Background: an optimization exercise with open tools, aiming at small area, a short achievable clock period and few clock cycles per item. Do not read the settings as production practice. Function was checked by simulation only, so behaviour that the tests miss may differ from the original. Power figures rest on the tool's default switching activity, not on a simulated workload.

## flow/design.v (module list and top-level ports; edited modules follow where they fit)
// module goertzel_multi: 3463 lines
module goertzel_multi #(
  parameter int NUM_BINS     = 4,
  parameter int LOG2_SAMPLES = 9,
  parameter int D_W          = 16,
  parameter int S_W          = 8,
  parameter int FRAC         = 14
) (
  input  logic                    dsp_clk,
  input  logic                    rst_n,
  input  logic                    start,
  input  logic                    coef_wr,
  input  logic [2:0]              coef_idx,
  input  logic [D_W-1:0]          coef_val,
  output logic [LOG2_SAMPLES-1:0] sample_address,
  input  logic [S_W-1:0]          sample_data_in,
  output logic                    busy,
  output logic                    mag_valid,
  input  logic                    mag_ready,
  output logic [2:0]              mag_bin,
  output logic [D_W-1:0]          mag_data,
  output logic                    frame_done
);
  // ...
==> flow/flow/run.sh <==
#!/bin/bash
# The standard layout (standard.sh: the standard flow's synthesis and ORFS flow), with two changes to how
# the layout is made: the port buffers are buf_4 cells instead of the delay-type buffer the
# default choice picks, and timing repair aims 9 ns above the 13 ns constraint so that it also
# works on paths that already meet it. make's full output goes to standard_make.log here.
set -euo pipefail
bash standard.sh "BUFFER_PORTS_ARGS=-buffer_cell sky130_fd_sc_hd__buf_4" SETUP_SLACK_MARGIN=9 finish > standard_make.log 2>&1
==> flow/standard.sh <==
#!/bin/bash
# synth_recipe.tcl (not shown) runs the flow's synth.tcl, then flattens the netlist and writes it again
# the make line also repeats each setting of config.mk as NAME=value (left out here)
make -C /OpenROAD-flow-scripts/flow DESIGN_CONFIG=/design/flow/config.mk WORK_HOME=/design/flow/orfs CLKGATE_MAP_FILE= SYNTH_SCRIPT=/design/flow/synth_recipe.tcl "${@:-finish}"
==> flow/config.mk <==
export PLATFORM = sky130hd
export DESIGN_NAME = goertzel_multi
export DESIGN_NICKNAME = goertzel_multi
export VERILOG_FILES = /design/flow/design.v
export SDC_FILE = /design/flow/constraint.sdc
export NUM_CORES = 4
export LEC_CHECK = 0
export ABC_AREA = 1
export CAP_MARGIN = 20
export CORE_MARGIN = 2
export CORE_UTILIZATION = 40
export SLEW_MARGIN = 20
==> flow/constraint.sdc <==
create_clock -name core_clock -period 13.0 [get_ports {dsp_clk}]
set_input_delay 2.6000 -clock core_clock [delete_from_list [all_inputs] [get_ports {dsp_clk}]]
set_output_delay 2.6000 -clock core_clock [all_outputs]
set_load 0.01 [all_outputs]
==> flow_summary.yaml, run 1 <==
outcome:
  status: "complete, no violations"
synth:
  synthCells: 3982
  synth.area.top_cells: "dfxtp_1 23%, fa_1 16%, edfxtp_1 12%, xor2_1 8.8%, nand2_1 7.1%"
  async_reset_ff_share_pct: 0
  synth_compound_area_share_pct: 11.4
final_layout:
  multi_input_area_um2: 19900
  nonClockBufferCount: 100
  fillerInstances: 8542
  layout_common_cells: "662 x nand2_1, 611 x inv_1, 395 x dfxtp_1"
  fin_area_um2: 39200
  layout-drive-gt1-share_pct: 8.62
  fin_nets: 4444
critical_path:
  cp_max_fo: 1
  crit_start: "mdata[6]"
  rr_startpoint: "dn_1[5]"
  endpoint_kind: "primary output"
  worst_r2r_path_depth: 7
global_routing:
  grt_usage_pct: 23.3
  grt.busiest_layer: "met2"
  grt-ovfl-total: 0
  grt_pass1_vias: 27200
  met3_usage_pct: 4.09
sta:
  holdWs_ns: 0.362
  period_needed_ns: 4.01
clock_tree:
  clock_sinks: 542
  post_cts_buffers: 1
  root_buffer: "clkbuf_16"
placement:
  post-place-cells: 5041
  numPortBuffers: 61
route:
  first_iter_violations: 2591
  m1WireLength_mm: 46.2
worst_hold_path:
  hp-class: "flip-flop to flip-flop"
pwr:
  switchingPower_uw: 3780
Testbench counts, summed over its fixed seeds: cycles 24,912, frames 24.
==> run 2, diff against run 1 <==
--- a/flow/design.v
+++ b/flow/design.v
@@ -3403,20 +3403,23 @@
     q2_1 <= q1_1;
     r1_1 <= ({{2{sat_1[15]}}, sat_1} & {18{r1s_1}}) | (out_1[17:0] & {18{r1w_1}}) |
              ({{2{ty_1[15]}}, ty_1} & {18{r1t_1}}) | ({2'b00, pcl_1} & {18{r1c_1}}) |
              (r2_1 & {18{r1k_1}});
     q1_1 <= ({r2_1[17], r2_1} & {19{q1r_1}}) | (out_1[18:0] & {19{q1w_1}}) |
              (q2_1 & {19{q1k_1}});
   end
   wire can_ld  = (~ovalid | mag_ready) & ~obin[2] & (obin[1] ? rdy_b : rdy_a);
-  wire use_r1  = (kodd == obin[1]);
+  logic       ph;            
+  wire  [1:0] sbin   = (can_ld & busy_q) ? obin[1:0] : mbin;
+  wire        use_r1 = (ph == sbin[1]);
   wire [15:0] src0 = use_r1 ? r1_0[15:0] : r2_0[15:0];
   wire [15:0] src1 = use_r1 ? r1_1[15:0] : r2_1[15:0];
-  wire [15:0] src  = obin[0] ? src1 : src0;
+  wire [15:0] src  = sbin[0] ? src1 : src0;
+  always_ff @(posedge dsp_clk) ph <= (!busy_q) ? 1'b1 : ~ph;
   logic [3:0]  cw_q;
   logic [15:0] cv_q;
   wire cw_ok = rst_n & coef_wr & ~busy_q & ~coef_idx[2];
   always_ff @(posedge dsp_clk) begin
     rst_q <= ~rst_n;
     cv_q  <= coef_val;
     for (int i = 0; i < 4; i++) begin
       cw_q[i] <= cw_ok && (coef_idx[1:0] == 2'(i));
@@ -3442,22 +3445,23 @@
           obin   <= '0;
         end
       end else if (lastacc) begin
         busy_q <= 1'b0;
       end
       if (can_ld && busy_q) begin
         ovalid <= 1'b1;
         mbin   <= obin[1:0];
-        mdata  <= src;
         obin   <= obin + 3'd1;
       end else if (accept) begin
         ovalid <= 1'b0;
       end
     end
   end
+  wire ld = can_ld & busy_q;
+  always_ff @(posedge dsp_clk) mdata <= src;
   assign sample_address = k[9:1];
   assign busy           = busy_q;
   assign mag_valid      = ovalid;
   assign mag_bin        = {1'b0, mbin};
   assign mag_data       = mdata;
   assign frame_done     = done_q;
 endmodule
==> run 2 against run 1 <==
  * Largest power group unchanged
  * Highest routed layer is now met5
  * Register-to-register slack worse by 0.06 ns
  * Critical path type is now flip-flop to flip-flop
  * Routed wire length down 1.6%
  * Cell count up 0.19%
==> flow_summary.yaml, run 2 <==
critical_path:
  slowest_delay_ns: 0.76
  path_cells: "o21ai_0, fa_1, inv_1, fa_1, nand3_1, nand2_1, a221o_1, nand2_1, nand2_1, nand3_1, nand2_1, nand3_1, nand2_1, nand3_1, nand2_1, fa_1"
  start_kind: "flip-flop"
  cp_max_fo: 7
  worst_ep_required_time_ns: 13.54
  cpMaxStageDelayCell: "o21ai_0"
  crit_top_cell: "nand2_1"
  endpoint_kind: "flip-flop"
  path_class: "flip-flop to flip-flop"
  worst_ep_arrival_time_ns: 4.47
placement:
  gp_congestion: 0.882
  place_area_um2: 36600
  dp_hpwl_mm: 75.3
  numPortBuffers: 61
final_layout:
  layout-drive-gt1-share_pct: 8.78
  layout_common_cells: "641 x nand2_1, 626 x inv_1, 415 x dfxtp_1"
  fin_area_um2: 39200
  fillerInstances: 8480
  final_common_cell: "nand2_1"
  area_growth_syn_to_layout_pct: 10.7
  n_antenna_cell: 0
  largest_register_ffs: 64
  fin_nets: 4455
  postLayoutCoreUtil_pct: 44.5
  top_register: "cf"
synth:
  synth_cell_types: 62
  synthSimpleGateAreaFrac_pct: 13.2
  synth_fa_ha_area_share_pct: 22.1
  ys_seq_area_share_pct: 34.2
  yosysMostFrequentCell: "nand2_1"
  synth_compound_area_share_pct: 11.7
  synth_common_cells: "650 x nand2_1, 634 x inv_1, 419 x dfxtp_1"
  avgSynthCellArea_um2: 8.86
  synth_warnings: 2
  synth_xor_area_share_pct: 9.03
  netlist_area_um2: 35400
  synth_flop_cell: "dfxtp_1"
  yosysTopAreaCell: "dfxtp_1"
  synth_top_family_by_area: "adder cells"
  synth_edf_count: 124
  synthCells: 3991
  synth.area.top_cells: "dfxtp_1 24%, fa_1 16%, edfxtp_1 11%, xor2_1 8.7%, nand2_1 6.9%"
  syn-num-nets: 4474
  async_reset_ff_share_pct: 0
  synth_top_area_share_pct: 23.7
  muxShareOfSynthArea_pct: 0.0955
  synth_seq_cells: 543
clock_tree:
  path_clk_slew_ns: 0.06
  hold_buffers: 0
  clkLatencyLatePin_ns: 0.66
  root_buffer: "clkbuf_16"
  clock_sinks: 543
  cts_tree: "yes"
  htree_levels: 2
  clock_path_buffers: 3
  cts-buffers-inserted: 58
sta:
  period_needed_ns: 3.93
  setup_viol: 0
  fin_crit_sh_pct: 30.2
  hold_viol: 0
  worstMarginPinSlew_ns: 1.06
  relSlewSlack_pct: 29.6
  finalSetupTns_ns: 0
  drv_slew: 0
  fmax_mhz: 255
  rsz0062_at_grt: "no"
  finClkSkew_ns: 0.0317
floorplanning:
  core_area_um2: 88000
  start_util_pct: 40.2
  rows: 109
  die_area_um2: 90800
  num_io_pins: 63
  fp.dieW_um: 301
  fp.dieH_um: 301
global_routing:
  grt-ovfl-total: 0
  grt_max_degree: 50
  grt_pass1_wl_mm: 160
  antenna_found_initial: 2
  grt_pass1_vias: 27000
  grt_usage_pct: 23.0
route:
  first_iter_violations: 2596
  wl_mm: 105
  first_pass_iters: 5
  ant_nets: 0
  avgViaCountPerCell: 5.28
  via_count: 27400
  route.detailed.drc: 0
  routedWlPerCell_um: 20.2
pwr:
  p_per_area_nw_per_um2: 210
  p_leak_uw: 0.0183
  peakVddDrop_v: 0.000134
outcome:
  status: "complete, no violations"
job:
  max_cap_viol_count: 0
worst_hold_path:
  hp-class: "flip-flop to flip-flop"
==> run 2: power by group <==
| group | switching [uW] | leakage (uW) | internal [uW] |
|---|---|---|---|
| registers | 330 | 0.00468 | 2190 |
| clock network | 740 | 0.000945 | 946 |
| logic | 2670 | 0.0127 | 1330 |
==> run 2: layout make-up <==
cell class | instances | area, um^2 | share of cell area, %
multi-input cells | 2571 | 20100 | 51.4
repair buffers | 97 | 807 | 2.06
well taps | 1165 | 1460 | 3.72
flip-flops and latches | 543 | 12100 | 30.9
repair inverters | 1 | 8.76 | 0.0224
clock buffers | 80 | 1630 | 4.15
clock inverters | 30 | 324 | 0.827
inverters | 700 | 2680 | 6.85
==> run 2: metrics by stage <==
step,hold slack [ns],power [uW],instances,setup slack (ns)
after floorplan,0.329,5060,3991,9.01
after global placement,0.349,6300,5055,7.69
after detailed placement,0.353,6340,5055,7.55
after CTS,0.358,8120,5173,9.00
after global routing,0.370,8800,5187,8.98
final,0.357,8210,5187,9.07
==> run 2: worst paths after layout <==
path | from | to | slack [ns] | depth (start not counted)
worst max-delay path | eneg_1 | e2_1[18] | 9.07 | 16
worst min-delay path | q1_0[13] | q2_0[13] | 0.36 | 0
worst max register to register | eneg_1 | e2_1[18] | 9.07 | 16
worst min register to register | q1_0[13] | q2_0[13] | 0.36 | 0
==> run 2: cell families after synthesis <==
kind of cell,count (synthesis)
xor gates and xnor gates,363
buffers and inverters,877
and+or+nand+nor,1085
muxes,3
adders and majority gates,451
other,1
DFF,543
AOI/OAI and AO/OA,668
==> run 2: what timing repair did <==
item                                    4_1_cts  5_1_grt
buffers inserted                              7       12
cloned                                        1        2
endpoints found under the setup margin       60       67
pin swaps                                    10       25
resized for setup                            31       46
==> run 2: critical path: cells and delay by family, from the launching register on <==
family                     cells  cell delay, ns
adders and majority gates      3            1.13
and+or+nand+nor               10            0.97
DFF                            1            0.50
AOI/OAI and AO/OA              2            1.16
buffers and inverters          1            0.05
==> run 2: layer usage <==
| metal | GRT usage (%) | vias to the layer above | routed length, um |
|---|---|---|---|
| met1 | 32.1 | 13300 | 45900 |
| met3 | 3.47 | 191 | 8000 |
| li1 | - | 12800 | - |
| met2 | 36.5 | 1075 | 47600 |
| met4 | 7.26 | 4 | 3000 |
| met5 | 0 | - | 19 |
Testbench counts of run 2, summed over its fixed seeds: cycles 24,912, frames 24.

-- re-timing with driven ports --
How much do the figures lean on ideal ports? The routed layouts below were timed once more, with nothing changed but the port constraints. Step 1 assumes that a clkbuf_16 drives the clock port and a buf_2 every other input. Step 2 also shifts input and output timing later by t, the mid clock arrival at the registers, as if the neighbouring blocks saw the same clock. Slacks: no drivers / after step 1 / after step 2; pairs: no drivers / after step 1.
run	shift t [ns]	setup WS [ns]	worst register clock-pin slew, ns	worst slew at a driven data input, ns	cell pins on the clock port's net
run 1	0.704	8.992 / 8.925 / 8.879	0.07 / 0.07	0.06	1
run 2	0.715	9.074 / 9.025 / 8.547	0.07 / 0.07	0.09	1
After both steps setup and hold are still met in every run listed. For run 2, which loses most, drivers alone change the setup slack by -0.049 ns; drivers and shift together by -0.527 ns.
